What follows belongs to an exercise in optimizing a design on an open flow for a short achievable clock period and few clock cycles; a production flow would make more cautious choices. The RTL was checked by simulation tests, not by an equivalence proof against the original design. Power figures rest on the tool's default switching activity, not on a simulated workload.

==> run K: inputs <==
// npu
module npu (
    input  logic                           i_clk,
    input  logic                           i_rst_n,
    input  logic                           i_inst_wr_en,
    input  logic [npu_pkg::INST_ADDRW-1:0] i_inst_wr_addr,
    input  logic [npu_pkg::IW-1:0]         i_inst_wr_din,
    input  logic                           i_in_wr_en,
    output logic                           o_in_wr_rdy,
    input  logic [npu_pkg::VW-1:0]         i_in_wr_din,
    input  logic                           i_start,
    input  logic [npu_pkg::INST_ADDRW-1:0] i_pc_start_offset,
    output logic                           o_out_valid,
    output logic [npu_pkg::VW-1:0]         o_out_data,
    output logic                           o_done
);
export LEC_CHECK = 0
export ABC_CLOCK_PERIOD_IN_PS = 1000
export CAP_MARGIN = 20
export CELL_PAD_IN_SITES_DETAIL_PLACEMENT = 3
export CELL_PAD_IN_SITES_GLOBAL_PLACEMENT = 3
export CORE_MARGIN = 2
export CORE_UTILIZATION = 18
export PLACE_DENSITY = 0.55
export SETUP_SLACK_MARGIN = 4.8
export SLEW_MARGIN = 20
export TNS_END_PERCENT = 100
create_clock -name core_clock -period 8.0 [get_ports {i_clk}]
standard.sh (not shown) runs the stock make flow with config.mk's settings and CLKGATE_MAP_FILE= SYNTH_SCRIPT=/design/flow/synth_recipe.tcl, a recipe that flattens the netlist after the stock synthesis.
==> flow/flow/run.sh <==
#!/bin/bash
# The standard layout (standard.sh) with repair_timing's gate cloning turned
# off: clones it made after global routing were left driving more load than
# the library allows. Each step's full log is in orfs/logs/; make's own output
# is in make.log in this folder.
set -euo pipefail
export SKIP_GATE_CLONING=1
bash standard.sh finish > make.log 2>&1
==> run X: changes against run K <==
CELL_PAD_IN_SITES_DETAIL_PLACEMENT = 2   (was 3)
CELL_PAD_IN_SITES_GLOBAL_PLACEMENT = 2   (was 3)
CORE_UTILIZATION = 20   (was 18)
PLACE_DENSITY = 0.45   (was 0.55)
==> run D: changes against run K <==
CAP_MARGIN = 40   (was 20)
CELL_PAD_IN_SITES_DETAIL_PLACEMENT = 2   (was 3)
CELL_PAD_IN_SITES_GLOBAL_PLACEMENT = 2   (was 3)
CORE_UTILIZATION = 25   (was 18)
PLACE_DENSITY = 0.4   (was 0.55)
SLEW_MARGIN = 40   (was 20)
==> run B: changes against run K <==
CELL_PAD_IN_SITES_DETAIL_PLACEMENT = not set   (was 3)
CELL_PAD_IN_SITES_GLOBAL_PLACEMENT = not set   (was 3)
CORE_UTILIZATION = 25   (was 18)
MIN_ROUTING_LAYER = met2   (was not set)
PLACE_DENSITY = 0.4   (was 0.55)
==> summary of the runs <==
Run X ran to the end with violations: antenna rules. Run B ended with an error in global routing (5_1_grt), error GRT-0116. Run D finished with timing, DRC and antenna clean. Run K produced a layout that fails on slew limit. Combinational power, lowest first: run X, run D, run K. Between run K and run D, the lower clock power is in run K (gap about 4%, measured against run D). Of run D and run K, run D has the higher non-clock buffer count (gap 229). Sequential cell count is the same in run X and run D. Design area, highest first: run K, run D, run X. Between run D and run K, the lower routed wire length is in run K (gap 1.6%, measured against run K). Total power, highest first: run K, run D, run X. Die area, lowest first: run D, run X, run K.
==> figures <==
quantity                                                                                               run D                run X                run K                     run B
Run status                                                                  no timing/DRC/antenna violations      failed layout checks      failed layout checks       did not finish
Stage where the flow stopped                                                                               -                    -                    -  global routing (5_1_grt)
Reasons for failing layout checks                                                                          -        antenna rules           slew limit                         -
DR vias                                                                                                 279k                 276k                 286k                         -
Area of the die                                                                                   973000 µm²          1220000 µm²          1350000 µm²                         -
Initial core utilization                                                                               25.1%                20.1%                18.0%                     25.1%
Final Setup Violations                                                                                     0                    0                    0                         -
Place WS                                                                                              907 ps               983 ps              1130 ps                   1110 ps
Clock transition at the register clock pins on the worst setup and hold paths after CTS                50 ps                70 ps                60 ps                         -
Max Cap Viol                                                                                               0                    0                    0                         -
Detail Route met3 WL                                                                               242000 µm            249000 µm            287000 µm                         -
Post-detailed-placement cell area                                                                 263000 µm²           263000 µm²           266000 µm²                262000 µm²
Inverters excl. clock                                                                                    976                  976                  976                         -
Remaining max-slew budget at the tightest pin                                                          23.7%                12.3%               -10.5%                         -
Leakage power total                                                                                   119 nW               117 nW               117 nW                         -
Inserted Diodes                                                                                          551                  363                  490                         -
Startpoint class of the critical path                                                             input port           input port           input port                         -
Sequential share of cell area                                                                          26.0%                26.1%                25.7%                         -
Power group with the highest consumption                                                 combinational cells  combinational cells  combinational cells                         -
Testbench counts of run K, summed over its fixed seeds: cycles 4,025.
Testbench counts of run X, summed over its fixed seeds: cycles 4,025.
Testbench counts of run D, summed over its fixed seeds: cycles 4,025.
Testbench counts of run B, summed over its fixed seeds: cycles 4,025.

-- static timing again, ports no longer ideal --
The flow's constraints put no driver on any port. The routed layouts listed below were extracted and timed again, unchanged, in two steps. Step 1 sets driving cells, clkbuf_16 on the clock port and buf_2 on the other inputs (assumed; they add their load-dependent delay and slew). Step 2 moves the port delays by t, midway between the first and last clock arrival at a register: inputs arrive t later, outputs are due t later. That takes back most of the time a late clock gives input paths. Three values: ideal, step 1, step 2; two values: the first two.
| run | t (ns) | setup slack, ns | hold slack, ns | worst setup path at the end | worst register clock-pin slew, ns |
|---|---|---|---|---|---|
| run K | 1.333 | 4.034 / 4.085 / 2.763 | 0.367 / 0.325 / 0.436 | input to register | 0.08 / 0.08 |
| run X | 1.349 | 4.043 / 4.113 / 2.817 | 0.189 / 0.097 / 0.446 | input to register | 0.08 / 0.08 |
| run D | 1.319 | 3.872 / 3.572 / 2.253 | 0.388 / 0.304 / 0.416 | input to register | 0.07 / 0.07 |
The setup slack of run D, which loses most, moves by -0.300 ns with the drivers and by -1.619 ns with both steps.
